What follows belongs to an exercise in optimizing a design on an open flow for small area and a short achievable clock period; a production flow would make more cautious choices.
In this exercise RTL edits were held to simulation tests only and were not proved equivalent to the original.

### design/flow/design.v
package md_unit_pkg;
  localparam logic [2:0] MD_MULT  = 3'd0;
  localparam logic [2:0] MD_MULTU = 3'd1;
  localparam logic [2:0] MD_DIV   = 3'd2;
  localparam logic [2:0] MD_DIVU  = 3'd3;
  localparam logic [2:0] MD_MTHI  = 3'd4;
  localparam logic [2:0] MD_MTLO  = 3'd5;
endpackage
import md_unit_pkg::*;
module md_unit (
  input  logic        clk,
  input  logic        reset,
  input  logic        start,
  input  logic [2:0]  md_op,
  input  logic        we_hilo,
  input  logic [31:0] a,
  input  logic [31:0] b,
  output logic        busy,
  output logic [31:0] hi,
  output logic [31:0] lo
);
  logic        busy_q;
  logic [3:0]  cnt_q;
  logic        div_q, sgn_q, negq_q, negr_q, dz_q;
  logic [31:0] m_q;      
  logic [32:0] acc_q;    
  logic [31:0] p_q;      
  logic [31:0] hi_q, lo_q;
  wire accept = !busy_q && start && !md_op[2];
  wire                mul_last = (cnt_q == 4'd4);
  wire signed [32:0]  m_s      = {sgn_q & m_q[31], m_q};
  wire                c_sgn    = mul_last & sgn_q & p_q[3];
  wire signed [7:0]   chunk    = mul_last ? {{4{c_sgn}}, p_q[3:0]} : {1'b0, p_q[6:0]};
  wire signed [32:0]  acc_s    = acc_q;
  wire signed [39:0]  msum     = acc_s + m_s * chunk;
  logic [31:0] r [0:4];
  logic [31:0] q [0:4];
  assign r[0] = acc_q[31:0];
  assign q[0] = p_q;
  for (genvar s = 0; s < 4; s++) begin : g_div
    wire [32:0] x  = {r[s], q[s][31]};
    wire [33:0] df = {1'b0, x} - {2'b0, m_q};
    assign r[s+1] = df[33] ? x[31:0] : df[31:0];
    assign q[s+1] = {q[s][30:0], !df[33]};
  end
  wire [31:0] m_abs = (sgn_q & m_q[31]) ? (32'd0 - m_q) : m_q;
  wire [31:0] p_abs = (sgn_q & p_q[31]) ? (32'd0 - p_q) : p_q;
  wire [31:0] quo   = negq_q ? (32'd0 - p_q) : p_q;
  wire [31:0] rem   = negr_q ? (32'd0 - acc_q[31:0]) : acc_q[31:0];
  wire mul_end = busy_q && !div_q && mul_last;
  wire div_end = busy_q &&  div_q && (cnt_q == 4'd9);
  always_ff @(posedge clk or negedge reset) begin
    if (!reset) begin
      busy_q <= 1'b0;
      hi_q   <= '0;
      lo_q   <= '0;
    end else begin
      if (accept) busy_q <= 1'b1;
      else if (mul_end || div_end) busy_q <= 1'b0;
      if (!busy_q && !start && we_hilo && md_op == MD_MTHI) hi_q <= a;
      else if (mul_end) hi_q <= msum[35:4];
      else if (div_end && !dz_q) hi_q <= rem;
      if (!busy_q && !start && we_hilo && md_op == MD_MTLO) lo_q <= a;
      else if (mul_end) lo_q <= {msum[3:0], p_q[31:4]};
      else if (div_end && !dz_q) lo_q <= quo;
    end
  end
  always_ff @(posedge clk) begin
    if (!busy_q) begin
      cnt_q <= '0;
      div_q <= md_op[1];
      sgn_q <= !md_op[0];
      m_q   <= b;
      p_q   <= a;
      acc_q <= '0;
    end else begin
      cnt_q <= cnt_q + 4'd1;
      if (!div_q) begin
        acc_q <= msum[39:7];
        p_q   <= {msum[6:0], p_q[31:7]};
      end else if (cnt_q == 4'd0) begin
        m_q    <= m_abs;
        p_q    <= p_abs;
        negq_q <= sgn_q & (p_q[31] ^ m_q[31]);
        negr_q <= sgn_q & p_q[31];
        dz_q   <= (m_q == 32'd0);
      end else if (cnt_q != 4'd9) begin
        acc_q <= {1'b0, r[4]};
        p_q   <= q[4];
      end
    end
  end
  assign busy = busy_q;
  assign hi   = hi_q;
  assign lo   = lo_q;
endmodule
### design/flow/run.sh
#!/bin/bash
# synth_recipe.tcl (not shown) runs the flow's synth.tcl, then flattens the netlist and writes it again
# the make line also repeats each setting of config.mk as NAME=value (left out here)
make -C /OpenROAD-flow-scripts/flow DESIGN_CONFIG=/design/flow/config.mk WORK_HOME=/design/flow/orfs CLKGATE_MAP_FILE= SYNTH_SCRIPT=/design/flow/synth_recipe.tcl finish
### design/flow/config.mk
export PLATFORM = sky130hd
export DESIGN_NAME = md_unit
export DESIGN_NICKNAME = md_unit
export VERILOG_FILES = /design/flow/design.v
export SDC_FILE = /design/flow/constraint.sdc
export NUM_CORES = 4
export LEC_CHECK = 0
export CAP_MARGIN = 20
export CORE_MARGIN = 2
export CORE_UTILIZATION = 40
export SLEW_MARGIN = 20
### design/flow/constraint.sdc
create_clock -name core_clock -period 100.0 [get_ports {clk}]
set_input_delay 20.0000 -clock core_clock [delete_from_list [all_inputs] [get_ports {clk}]]
set_output_delay 20.0000 -clock core_clock [all_outputs]
set_load 0.01 [all_outputs]
==> flow_metrics.tcl <==
set metrics [dict create \
    status "timing/DRC/antenna clean" \
    crit_chain "clkdlybuf4s50_1" \
    antenna_found_initial 3 \
    hold_end "cnt_q[0]$_SDFF_PN0_" \
    start_util 0.4030 \
    crit_slowest_cell "dfrtp_4" \
    rsz0062_at_grt "false" \
    setup_viol 0 \
    synth_flop_cell "edfxtp_1" \
    gp_congestion 0.9711 \
    cp-start-kind "flip-flop" \
    maxCapViolations 0 \
    final_cell_mix "nand2_1, inv_1, nor2_1" \
    slowest_delay_ns 0.90 \
    cp_num_buf_inv 1 \
    rr_worst_depth 47 \
    r2r-start "m_q[4]$_DFFE_PP_" \
    cts_made_buffers 17 \
    crit_type "flip-flop to output pin" \
    setup_ws_ns 77.92 \
    io_buffers 135 \
    drcViolationCount 0 \
    root_buffer "clkbuf_16" \
    synth_cells 3398 \
    hp-class "flip-flop to flip-flop" \
    reg2reg_to "acc_q[22]$_SDFFE_PN0P_" \
    r2r_setup_slack_ns 84.73 \
    crit_family "flip-flops" \
    grt_max_degree 75 \
    ios 136 \
    layout_min_cycle_time_ns 22.08 \
    fin_area_um2 30350 \
    cts.sinks 171 \
    synth_cell_types 78 \
    hold_start "cnt_q[0]$_SDFF_PN0_" \
    cts_resized 0 \
    grt-ovfl-total 0 \
    clk_latency_ns 0.51 \
    gr-usage-all-layers 0.2827 \
    fin_nets 3944 \
    required_ns 80.00 \
    slew_viol_final 0 \
    drtIter0Drc 2454 \
    finalCritPeriodShare 0.2208 \
    critPathArrivalTime_ns 2.08 \
    grt_pass1_wl_mm 152.0 \
    clk_path_buf_depth 2 \
    design.die.area_um2 71090 \
    endpoint_kind "output pin" \
    cts_hold_buffers 0 \
    drive_gt1_frac 0.05569 \
    cp_max_fo 39 \
    vias_per_cell 5.901 \
    synth.avg_cell_area_um2 8.119 \
    antenna_left 0 \
    pre_cts_ws_ns 77.49 \
    tns_ns 0 \
    core_um2 68470 \
    hpwl_mm 77.83 \
    dr.pass1.iters 6 \
    wire_per_inst_um 23.11 \
    whs_path_depth 1 \
    yosys_warnings 3 \
    skew_ns 0.01462 \
    async_flop_share 0.3801 \
    final_common_cell "nand2_1" \
    num_vias 25459 \
    post_cts_buffers 0 \
    rows 96 \
    fmax_mhz 45.28 \
    fp.dieH_um 266.6 \
    synth_edf_count 69 \
    synth_nets 3925 \
    ys_seq_elements 171 \
    tightest_slew_ns 1.187 \
    placed_area_um2 29770 \
    cts_tree "built" \
    htree_levels 4 \
    netlist_area_um2 27590 \
    area_delta_synth_final_pct 10.00 \
    relSlewSlack 0.2086 \
    cts.clk_slew.worst_paths_ns 0.07 \
    routed_wl_mm 99.71 \
    hold_violations 0 \
    first_global_vias 24754 \
    die-width_um 266.6 \
    yosysSeqAreaShare 0.1609 \
]
## synthesized netlist by cell type (all sizes together) (39+ instances only)
cell type / instances / area share
nor3: 43 / 0.0078
nor2: 260 / 0.035
a221oi: 39 / 0.012
o21ai: 183 / 0.033
o22ai: 45 / 0.010
mux2: 65 / 0.027
ha: 217 / 0.098
edfxtp: 69 / 0.075
a21oi: 245 / 0.044
fa: 239 / 0.17
xnor2: 181 / 0.057
xor2: 79 / 0.025
nand2: 383 / 0.052
clkbuf: 162 / 0.022
a211oi: 52 / 0.014
dfrtp: 65 / 0.059
and2: 79 / 0.018
nand3: 51 / 0.0093
a21o: 59 / 0.016
inv: 367 / 0.050
## area by class of cell
cell class / instances / area (um^2)
clock buffers: 17 / 425.4
clock inverters: 15 / 146.4
repair buffers: 184 / 1714
flip-flops and latches: 171 / 4443
diodes: 2 / 5.005
fillers: 6962 / 38120
inverters: 367 / 1378
multi-input cells: 2676 / 21130
well taps: 882 / 1104
## how the worst max path moves through the flow
stage | depth (start not counted) | start | slack (ns) | endpoint
2_1_floorplan | 7 | start | 78.56 | hi_q[19]$_DFFE_PN0P_
3_3_place_gp | 8 | md_op[2] | 77.52 | hi_q[24]$_DFFE_PN0P_
3_5_place_dp | 8 | md_op[2] | 77.49 | hi_q[24]$_DFFE_PN0P_
4_1_cts | 1 | busy_q$_DFFE_PN0P_ | 77.87 | busy
5_1_grt | 8 | md_op[2] | 77.69 | hi_q[25]$_DFFE_PN0P_
6_report | 1 | busy_q$_DFFE_PN0P_ | 77.92 | busy
## cells by family (layout without fill, tap and decap cells)
| group | count (synthesis) | in the layout | share of synthesized area |
|---|---|---|---|
| xor gates and xnor gates | 260 | 260 | 0.08254 |
| buffers and inverters | 551 | 583 | 0.07614 |
| and+or+nand+nor | 984 | 984 | 0.1640 |
| other | 0 | 2 | 0 |
| adders and majority gates | 456 | 456 | 0.2718 |
| AOI/OAI and AO/OA | 884 | 884 | 0.2083 |
| DFF | 171 | 171 | 0.1609 |
| muxes | 92 | 92 | 0.03633 |
## routing by layer
| layer | part of all wire | up-vias | GRT usage |
|---|---|---|---|
| li1 | - | 11767 | - |
| met1 | 0.44 | 12478 | 0.3878 |
| met4 | 0.038 | 0 | 0.1055 |
| met2 | 0.45 | 1002 | 0.4473 |
| met5 | 0 | - | 0 |
| met3 | 0.075 | 212 | 0.04567 |
## metrics by stage
stage / hold slack [ns] / std cells / util
4_1_cts: 0.5001 / 4312 / 0.4432
2_1_floorplan: 0.4449 / 3398 / -
5_1_grt: 0.5471 / 4312 / 0.4432
3_5_place_dp: 0.4825 / 4280 / 0.4348
3_3_place_gp: 0.4715 / 4280 / 0.4348
6_report: 0.4972 / 4314 / 0.4433
## registers in the layout, indices dropped and copies added, names as in the netlist
name,cells
negq_q,1
cnt_q,4
m_q,32
busy_q,1
hi_q,32
div_q,1
p_q,32
dz_q,1
acc_q,33
negr_q,1
sgn_q,1
lo_q,32

## what the ideal ports hide
In the flow no input, the clock included, has a driving cell. The finished layout below was timed again as built, in two steps. Step 1: set_driving_cell puts a clkbuf_16 on clk and a buf_2 on each other input, an assumption about the parent block. Step 2 adds t to the input delays and takes it off the output delays; t is the mean of the earliest and latest rising clock arrival at the registers after step 1. Input paths then give back, and output paths get back, about the clock's delay inside the block. a / b / c = ideal / step 1 / step 2; a / b = the first two.
t, ns: 0.568
slack for setup (ns): 77.916 / 77.850 / 77.471
worst setup path at the end: input to register
worst register clock-pin slew, ns: 0.09 / 0.09
After both steps setup and hold are still met in this run. The setup slack of this run moves by -0.066 ns with the drivers and by -0.445 ns with both steps.
